What follows belongs to an exercise in optimizing a design on an open flow for small area, a short achievable clock period and few clock cycles per item; a production flow would make more cautious choices.
Only simulation tests tie the RTL to the original design; equivalence was not proved.
Power and IR drop assume default switching activity.

File: design/flow/design.v
package oqke_pkg;
    localparam logic [2:0] OP_INSERT  = 3'd0;
    localparam logic [2:0] OP_SEARCH  = 3'd1;
    localparam logic [2:0] OP_MODIFY  = 3'd2;
    localparam logic [2:0] OP_DELETE  = 3'd3;
    localparam logic [2:0] OP_DISPLAY = 3'd4;
    localparam logic [1:0] ST_OK      = 2'd0;
    localparam logic [1:0] ST_MISSING = 2'd1;
    localparam logic [1:0] ST_EMPTY   = 2'd2;
    localparam logic [1:0] ST_FULL    = 2'd3;
    typedef struct packed {
        logic [2:0]         op;
        logic signed [31:0] key;
        logic signed [31:0] new_value;
    } request_t;
    typedef struct packed {
        logic [1:0]         status;
        logic signed [31:0] element;
        logic               last;
        logic [4:0]         entries_held;
    } result_t;
    typedef struct packed {
        logic capture;      
        logic write_tail;   
        logic write_first;  
        logic shift;        
        logic rotate;       
    } cell_cmd_t;
endpackage
module oqke_cell #(
    parameter int INDEX = 0,
    parameter int CW    = 5
) (
    input  logic                  clk,
    input  oqke_pkg::cell_cmd_t   cmd,
    input  logic [CW-1:0]         count,
    input  logic signed [31:0]    cmp_key,
    input  logic signed [31:0]    wdata,
    input  logic signed [31:0]    head,
    input  logic signed [31:0]    nbr,
    input  logic                  first,
    input  logic                  after,
    output logic signed [31:0]    entry,
    output logic                  hit
);
    logic signed [31:0] entry_reg;
    logic signed [31:0] entry_next;
    logic               hit_reg;
    logic               hit_next;
    logic               held;
    logic               at_tail;
    logic               last_held;
    assign held      = CW'(INDEX) < count;
    assign at_tail   = CW'(INDEX) == count;
    assign last_held = (CW'(INDEX) + CW'(1)) == count;
    always_comb
    begin
        entry_next = entry_reg;
        if (cmd.write_tail && at_tail)
        begin
            entry_next = wdata;
        end
        if (cmd.write_first && first)
        begin
            entry_next = wdata;
        end
        if (cmd.shift && after)
        begin
            entry_next = nbr;
        end
        if (cmd.rotate)
        begin
            entry_next = last_held ? head : nbr;
        end
    end
    assign hit_next = cmd.capture ? (held && (entry_reg == cmp_key)) : hit_reg;
    always_ff @(posedge clk)
    begin
        entry_reg <= entry_next;
        hit_reg   <= hit_next;
    end
    assign entry = entry_reg;
    assign hit   = hit_reg;
endmodule
module oqke_ctrl #(
    parameter int DEPTH = 16,
    parameter int CW    = 5
) (
    input  logic                  clk,
    input  logic                  rst_n,
    input  logic                  start,
    output logic                  busy,
    input  oqke_pkg::request_t    request,
    output oqke_pkg::result_t     result,
    output logic                  done,
    input  logic [DEPTH-1:0]      hit,
    input  logic signed [31:0]    head,
    output oqke_pkg::cell_cmd_t   cmd,
    output logic [DEPTH-1:0]      first,
    output logic [DEPTH-1:0]      after,
    output logic [CW-1:0]         count,
    output logic signed [31:0]    wdata
);
    localparam int IW = (DEPTH > 1) ? $clog2(DEPTH) : 1;
    localparam logic [2:0] S_IDLE = 3'b001;
    localparam logic [2:0] S_EXEC = 3'b010;
    localparam logic [2:0] S_DISP = 3'b100;
    logic [2:0]         state_reg, state_next;
    logic [CW-1:0]      count_reg, count_next;
    logic [IW-1:0]      disp_reg, disp_next;
    logic               done_reg, done_next;
    logic [2:0]         op_reg, op_next;
    logic signed [31:0] key_reg, key_next;
    logic signed [31:0] nv_reg, nv_next;
    oqke_pkg::result_t            result_reg;
    oqke_pkg::result_t            result_next;
    logic               any_hit;
    logic               disp_last;
    assign first     = hit & (~hit + DEPTH'(1));
    assign after     = ~(first - DEPTH'(1));
    assign any_hit   = |hit;
    assign disp_last = (CW'(disp_reg) + CW'(1)) == count_reg;
    assign wdata     = (op_reg == oqke_pkg::OP_INSERT) ? key_reg : nv_reg;
    always_comb
    begin
        state_next  = state_reg;
        count_next  = count_reg;
        disp_next   = disp_reg;
        done_next   = 1'b0;
        op_next     = op_reg;
        key_next    = key_reg;
        nv_next     = nv_reg;
        result_next = result_reg;
        cmd         = '0;
        case (state_reg)
            S_IDLE:
            begin
                if (start)
                begin
                    cmd.capture = 1'b1;
                    op_next     = request.op;
                    key_next    = request.key;
                    nv_next     = request.new_value;
                    disp_next   = '0;
                    if (request.op == oqke_pkg::OP_DISPLAY && count_reg != '0)
                    begin
                        state_next = S_DISP;
                    end
                    else
                    begin
                        state_next = S_EXEC;
                    end
                end
            end
            S_EXEC:
            begin
                done_next          = 1'b1;
                state_next         = S_IDLE;
                result_next.status = oqke_pkg::ST_OK;
                if (op_reg == oqke_pkg::OP_INSERT)
                begin
                    if (count_reg == CW'(DEPTH))
                    begin
                        result_next.status = oqke_pkg::ST_FULL;
                    end
                    else
                    begin
                        cmd.write_tail = 1'b1;
                        count_next     = count_reg + CW'(1);
                    end
                end
                else if (op_reg > oqke_pkg::OP_DISPLAY)
                begin
                    result_next.status = oqke_pkg::ST_OK;
                end
                else if (count_reg == '0)
                begin
                    result_next.status = oqke_pkg::ST_EMPTY;
                end
                else if (!any_hit)
                begin
                    result_next.status = oqke_pkg::ST_MISSING;
                end
                else
                begin
                    case (op_reg)
                        oqke_pkg::OP_MODIFY:
                        begin
                            cmd.write_first = 1'b1;
                        end
                        oqke_pkg::OP_DELETE:
                        begin
                            cmd.shift  = 1'b1;
                            count_next = count_reg - CW'(1);
                        end
                        default:
                        begin
                            cmd.shift = 1'b0;
                        end
                    endcase
                end
                result_next.element      = '0;
                result_next.last         = 1'b1;
                result_next.entries_held = 5'(count_next);
            end
            S_DISP:
            begin
                done_next                = 1'b1;
                cmd.rotate               = 1'b1;
                result_next.status       = oqke_pkg::ST_OK;
                result_next.element      = head;
                result_next.last         = disp_last;
                result_next.entries_held = 5'(count_reg);
                disp_next                = disp_reg + IW'(1);
                if (disp_last)
                begin
                    state_next = S_IDLE;
                end
            end
            default:
            begin
                state_next = S_IDLE;
            end
        endcase
    end
    always_ff @(posedge clk or negedge rst_n)
    begin
        if (!rst_n)
        begin
            state_reg <= S_IDLE;
            count_reg <= '0;
            disp_reg  <= '0;
            done_reg  <= 1'b0;
        end
        else
        begin
            state_reg <= state_next;
            count_reg <= count_next;
            disp_reg  <= disp_next;
            done_reg  <= done_next;
        end
    end
    always_ff @(posedge clk)
    begin
        op_reg     <= op_next;
        key_reg    <= key_next;
        nv_reg     <= nv_next;
        result_reg <= result_next;
    end
    assign busy   = (state_reg != S_IDLE);
    assign done   = done_reg;
    assign result = result_reg;
    assign count  = count_reg;
endmodule
module ordered_queue_with_key_edit #(
    parameter int DEPTH = 16
) (
    input  logic                clk,
    input  logic                rst_n,
    input  logic                start,
    output logic                busy,
    input  oqke_pkg::request_t  request,
    output oqke_pkg::result_t   result,
    output logic                done
);
    localparam int CW = $clog2(DEPTH + 1);
    oqke_pkg::cell_cmd_t          cmd;
    logic [DEPTH-1:0]   hit;
    logic [DEPTH-1:0]   first;
    logic [DEPTH-1:0]   after;
    logic [CW-1:0]      count;
    logic signed [31:0] wdata;
    logic signed [31:0] entry [DEPTH];
    oqke_ctrl #(
        .DEPTH (DEPTH),
        .CW    (CW)
    ) u_ctrl (
        .clk     (clk),
        .rst_n   (rst_n),
        .start   (start),
        .busy    (busy),
        .request (request),
        .result  (result),
        .done    (done),
        .hit     (hit),
        .head    (entry[0]),
        .cmd     (cmd),
        .first   (first),
        .after   (after),
        .count   (count),
        .wdata   (wdata)
    );
    for (genvar i = 0; i < DEPTH; i++)
    begin : g_cell
        logic signed [31:0] nbr;
        if (i == DEPTH - 1)
        begin : g_end
            assign nbr = entry[i];
        end
        else
        begin : g_mid
            assign nbr = entry[i + 1];
        end
        oqke_cell #(
            .INDEX (i),
            .CW    (CW)
        ) u_cell (
            .clk     (clk),
            .cmd     (cmd),
            .count   (count),
            .cmp_key (request.key),
            .wdata   (wdata),
            .head    (entry[0]),
            .nbr     (nbr),
            .first   (first[i]),
            .after   (after[i]),
            .entry   (entry[i]),
            .hit     (hit[i])
        );
    end
endmodule
module oqke_top (
    input  logic        clk,
    input  logic        rst_n,
    input  logic        start,
    output logic        busy,
    input  logic [2:0]  req_op,
    input  logic [31:0] req_key,
    input  logic [31:0] req_new_value,
    output logic [1:0]  res_status,
    output logic [31:0] res_element,
    output logic        res_last,
    output logic [4:0]  res_entries_held,
    output logic        done
);
    oqke_pkg::request_t request;
    oqke_pkg::result_t  result;
    assign request.op        = req_op;
    assign request.key       = req_key;
    assign request.new_value = req_new_value;
    ordered_queue_with_key_edit #(
        .DEPTH (16)
    ) u_queue (
        .clk     (clk),
        .rst_n   (rst_n),
        .start   (start),
        .busy    (busy),
        .request (request),
        .result  (result),
        .done    (done)
    );
    assign res_status       = result.status;
    assign res_element      = result.element;
    assign res_last         = result.last;
    assign res_entries_held = result.entries_held;
endmodule
File: design/flow/run.sh
#!/bin/bash
# synth_recipe.tcl (not shown) runs the flow's synth.tcl, then flattens the netlist and writes it again
# the make line also repeats each setting of config.mk as NAME=value (left out here)
make -C /OpenROAD-flow-scripts/flow DESIGN_CONFIG=/design/flow/config.mk WORK_HOME=/design/flow/orfs CLKGATE_MAP_FILE= SYNTH_SCRIPT=/design/flow/synth_recipe.tcl finish
File: design/flow/config.mk
export PLATFORM = sky130hd
export DESIGN_NAME = oqke_top
export DESIGN_NICKNAME = oqke_top
export VERILOG_FILES = /design/flow/design.v
export SDC_FILE = /design/flow/constraint.sdc
export NUM_CORES = 4
export LEC_CHECK = 0
export CAP_MARGIN = 20
export CORE_MARGIN = 2
export CORE_UTILIZATION = 40
export SLEW_MARGIN = 20
File: design/flow/constraint.sdc
create_clock -name core_clock -period 5.0 [get_ports {clk}]
set_input_delay 1.0000 -clock core_clock [delete_from_list [all_inputs] [get_ports {clk}]]
set_output_delay 1.0000 -clock core_clock [all_outputs]
set_load 0.01 [all_outputs]
==> flow_metrics.env <==
export IMPL_nets=3448
export IMPL_cts_buffers=80
export IMPL_avgSynthCellArea_um2=11.2
export IMPL_die_w_um=308
export IMPL_tns_ns=0
export IMPL_cpPeakStageDelay_ns=0.98
export IMPL_dpl_worst_slack_ns=0.711
export IMPL_grt_max_degree=75
export IMPL_status="timing/DRC/antenna clean"
export IMPL_hold_path_class="reg2reg"
export IMPL_postRouteAntennaNets=0
export IMPL_rsz0062_at_grt="false"
export IMPL_async_reset_ff_share_pct=2.01
export IMPL_syn2layout_area_growth_pct=15.8
export IMPL_p_switching_mw=3.06
export IMPL_port_buffers=111
export IMPL_drtIter0Drc=6393
export IMPL_grt_total_usage_pct=44.0
export IMPL_postCtsSetupBuffers=0
export IMPL_powerDensity_nw_per_um2=288
export IMPL_yosys_area_top_type="edfxtp_1"
export IMPL_first_global_vias=29400
export IMPL_cts_sinks=648
export IMPL_path_max_fanout=17
export IMPL_synth_seq_area_share_pct=52.4
export IMPL_syn_inst=3317
export IMPL_clkLatencyLatePin_ns=0.69
export IMPL_largest_reg_flops=512
export IMPL_gr_max_usage_layer="met2"
export IMPL_path_delay_family="simple AND/OR/NAND/NOR gates"
export IMPL_first_pass_iters=8
export IMPL_fp_dieH_um=308
export IMPL_post_route_period_util_pct=87.9
export IMPL_hold_violations=0
export IMPL_internal_power_mw=9.29
export IMPL_met1_usage_pct=57.5
export IMPL_vias=32600
export IMPL_cts_resized=0
export IMPL_io_pins=112
export IMPL_critPathKind="reg2reg"
export IMPL_ff_latch_area_um2=19400
export IMPL_cts_root_buf="clkbuf_16"
export IMPL_slew_violations=0
export IMPL_r2r_start="u_queue.u_ctrl.count_reg[0]"
export IMPL_initial_core_util_pct=40.4
export IMPL_synthDistinctLibCells=76
export IMPL_crit_arrival_ns=4.93
export IMPL_swShare_pct=24.8
export IMPL_p_leak_nw=12.7
export IMPL_worstPathCellList="inv_1, ha_1, nor4b_2, or3_1, o21a_1, buf_4, nand2b_2, buf_12, o221a_2"
export IMPL_syn_nets=3393
export IMPL_ys_seq_elements=648
export IMPL_irDropWorstVdd_mv=0.255
export IMPL_coreArea_um2=91700
export IMPL_wirelength_um=212000
export IMPL_multiInputGateArea_um2=16400
export IMPL_clock_skew_ns=0.0365
export IMPL_dp_hpwl_um=155000
export IMPL_fill_cells=8503
export IMPL_htree_levels=3
export IMPL_routedWlPerCell_um=45.9
export IMPL_cts_tree="yes"
export IMPL_finalInstanceArea_um2=42900
export IMPL_worst_endpoint_required_ns=5.53
export IMPL_min_period_ns=4.40
export IMPL_synth_top_area_share_pct=51.5
export IMPL_worst_slew_pin_slew_ns=1.26
export IMPL_grt_overflow=0
export IMPL_clock_path_buffers=3
export IMPL_worst_path_buf_inv=3
export IMPL_grt_antenna_before_repair=20
export IMPL_critPathLaunch="u_queue.u_ctrl.count_reg[0]"
export IMPL_syn_area_um2=37000
export IMPL_place_area_um2=40400
export IMPL_synth_top_flop_cell="edfxtp_1"
export IMPL_max_cap_violations=0
export IMPL_pwr_share_comb_pct=5.7
export IMPL_remaining_drc_errors=0
export IMPL_synth_edf_count=635
export IMPL_power_share_sequential_pct=47.6
export IMPL_slew_headroom_pct=15.4
export IMPL_grt_pass1_wl_um=279000
export IMPL_min_from="u_queue.u_ctrl.disp_reg[1]"
export IMPL_clkPwrFrac_pct=46.7
export IMPL_clk_pin_slew_ns=0.06
export IMPL_layout_setup_ws_ns=0.603
export IMPL_grt_use_met3_pct=14.5
export IMPL_post_place_cells=4476
export IMPL_grt_util_met2_pct=62.6
export IMPL_instances_no_fill=4625
export IMPL_row_count=111
export IMPL_cts_hold_buf=0
export IMPL_max_freq_mhz=227
export IMPL_gp_routability_congestion=1.07
export IMPL_avgViaCountPerCell=7.04
export IMPL_setup_violations=0
export IMPL_yosysWarnings=19
export IMPL_end_kind="flop"
export IMPL_die_area_um2=95100
export IMPL_slowest_stage="or3_1"
export IMPL_drive_gt1_share_pct=16.1
export IMPL_synth_area_leaders="edfxtp_1 51%, xor2_1 8.0%, a221o_1 5.9%"
export IMPL_critPathLaunchType="flop"
[power groups by stage]
stage          combinational [mW]  sequential (mW)  clock (mW)
4_1_cts                     0.665             5.88        5.78
6_report                    0.701             5.88        5.78
3_3_place_gp                0.672             5.99           0
5_1_grt                     0.685             5.88        5.95
2_1_floorplan               0.237             5.99           0
3_5_place_dp                0.661             5.99           0
[synth_stat cells, types with 38 or more instances]
library cell / count
nand2_1: 224
o21ai_0: 38
o221a_2: 96
nand3_1: 42
xnor2_1: 178
a221o_1: 219
o22ai_1: 48
mux2i_1: 72
buf_2: 53
edfxtp_1: 635
nor3_1: 62
clkbuf_1: 280
and2_1: 57
nor4_1: 99
buf_1: 39
xor2_1: 337
nand4_1: 59
a21oi_1: 50
nor2_1: 427
[worst register-to-register path: cells and delay by family, from the launching register on]
kind,cells,cell delay (ns)
buffers and inverters,3,0.77
AOI/OAI and AO/OA,2,0.51
adders and majority gates,1,0.34
and+or+nand+nor,3,2.25
DFF,1,0.38
[path summary, 6_finish.rpt]
kind	slack [ns]	endpoint	cells past startpoint
setup / recovery	0.60	u_queue.g_cell[4].u_cell.entry_reg[15]	9
hold / removal	0.56	u_queue.u_ctrl.disp_reg[1]	2
setup reg to reg	0.60	u_queue.g_cell[4].u_cell.entry_reg[15]	9
hold reg to reg	0.56	u_queue.u_ctrl.disp_reg[1]	2
max in group asynchronous	3.86	u_queue.u_ctrl.done_reg	1
min in group asynchronous	0.73	u_queue.u_ctrl.count_reg[1]	1
[per-stage QoR]
stage | hold slack (ns) | utilization, % | power, mW
floorplan | 0.524 | - | 6.23
global placement | 0.544 | 44.0 | 6.67
detailed placement | 0.557 | 44.1 | 6.66
CTS | 0.564 | 46.8 | 12.3
global route | 0.597 | 46.8 | 12.5
finish | 0.562 | 46.8 | 12.4
[kinds of logic after synthesis]
group | after synthesis | share of synthesized area (%)
AO/OA/AOI/OAI | 643 | 15.7
XOR/XNOR | 515 | 12.2
AND/OR/NAND/NOR | 1033 | 13.0
flip-flops | 648 | 52.4
adder cells (fa/ha/maj) | 7 | 0.230
buffers and inverters | 386 | 4.19
multiplexers | 85 | 2.34
[cell type report]
class,count,share of cell area [%]
repair buffers,350,7.21
multi-input cells,2283,38.3
diodes,6,0.0350
clock buffers,102,4.96
clock inverters,41,0.799
flip-flops and latches,648,45.2
inverters,9,0.0846
well taps,1186,3.46
[layer usage]
layer	part of all wire (%)	wire length, um	vias to the layer above
met5	0.048	102	-
met2	41	86700	2902
li1	-	-	12600
met3	14	28900	624
met4	8.1	17200	18
met1	37	79400	16400
[cells in the final DEF, fill, tap and decap left out, types with 10 or more instances in the layout]
| master | netlist | layout |
|---|---|---|
| xor2_1 | 337 | 337 |
| buf_12 | 0 | 15 |
| o311ai_0 | 20 | 20 |
| nor4_1 | 99 | 97 |
| clkdlybuf4s50_1 | 0 | 111 |
| a211oi_1 | 10 | 10 |
| a211o_1 | 21 | 20 |
| o221a_2 | 96 | 96 |
| dfrtp_1 | 12 | 12 |
| nor3_1 | 62 | 60 |
| a221oi_2 | 29 | 29 |
| mux2i_1 | 72 | 71 |
| buf_4 | 0 | 224 |
| clkinv_2 | 0 | 15 |
| clkbuf_1 | 280 | 20 |
| o21ai_0 | 38 | 36 |
| nand3_1 | 42 | 37 |
| a221o_1 | 219 | 219 |
| edfxtp_1 | 635 | 635 |
| and2_1 | 57 | 57 |
| nand2_1 | 224 | 217 |
| mux2_2 | 13 | 13 |
| clkinv_1 | 0 | 14 |
| nand4_1 | 59 | 59 |
| clkbuf_16 | 0 | 82 |
| a21oi_1 | 50 | 48 |
| a2bb2oi_1 | 33 | 32 |
| nor2_1 | 427 | 423 |
| xnor2_1 | 178 | 178 |
| o221ai_1 | 13 | 13 |
| o22ai_1 | 48 | 47 |
Testbench counts, summed over its fixed seeds: cycles 13,651, requests 4,800.

[re-timing with driven ports]
No port has a modelled driver above. Below, the same layout with a new extraction and two added sets of constraints. Step 1 (the two cells are an assumption about what drives the block):
set clk [get_ports {clk}]
set_driving_cell -lib_cell sky130_fd_sc_hd__clkbuf_16 $clk
set_driving_cell -lib_cell sky130_fd_sc_hd__buf_2 [delete_from_list [all_inputs] $clk]
Step 2, shift: input delay + t, output delay - t, t = (earliest + latest rising clock arrival at the registers) / 2. This alone moves slack from input paths to output paths. Slacks: ideal ports / drivers / drivers and shift; pairs: ideal ports / drivers.
t, ns: 0.752
setup WS [ns]: 0.603 / 0.603 / 0.464
hold WS [ns]: 0.562 / 0.562 / 0.562
worst setup path after step 2: input to register
cell pins on the clock port's net: 1
After both steps setup and hold are still met in this run. For this run, drivers alone change the setup slack by 0.000 ns; drivers and shift together by -0.139 ns.
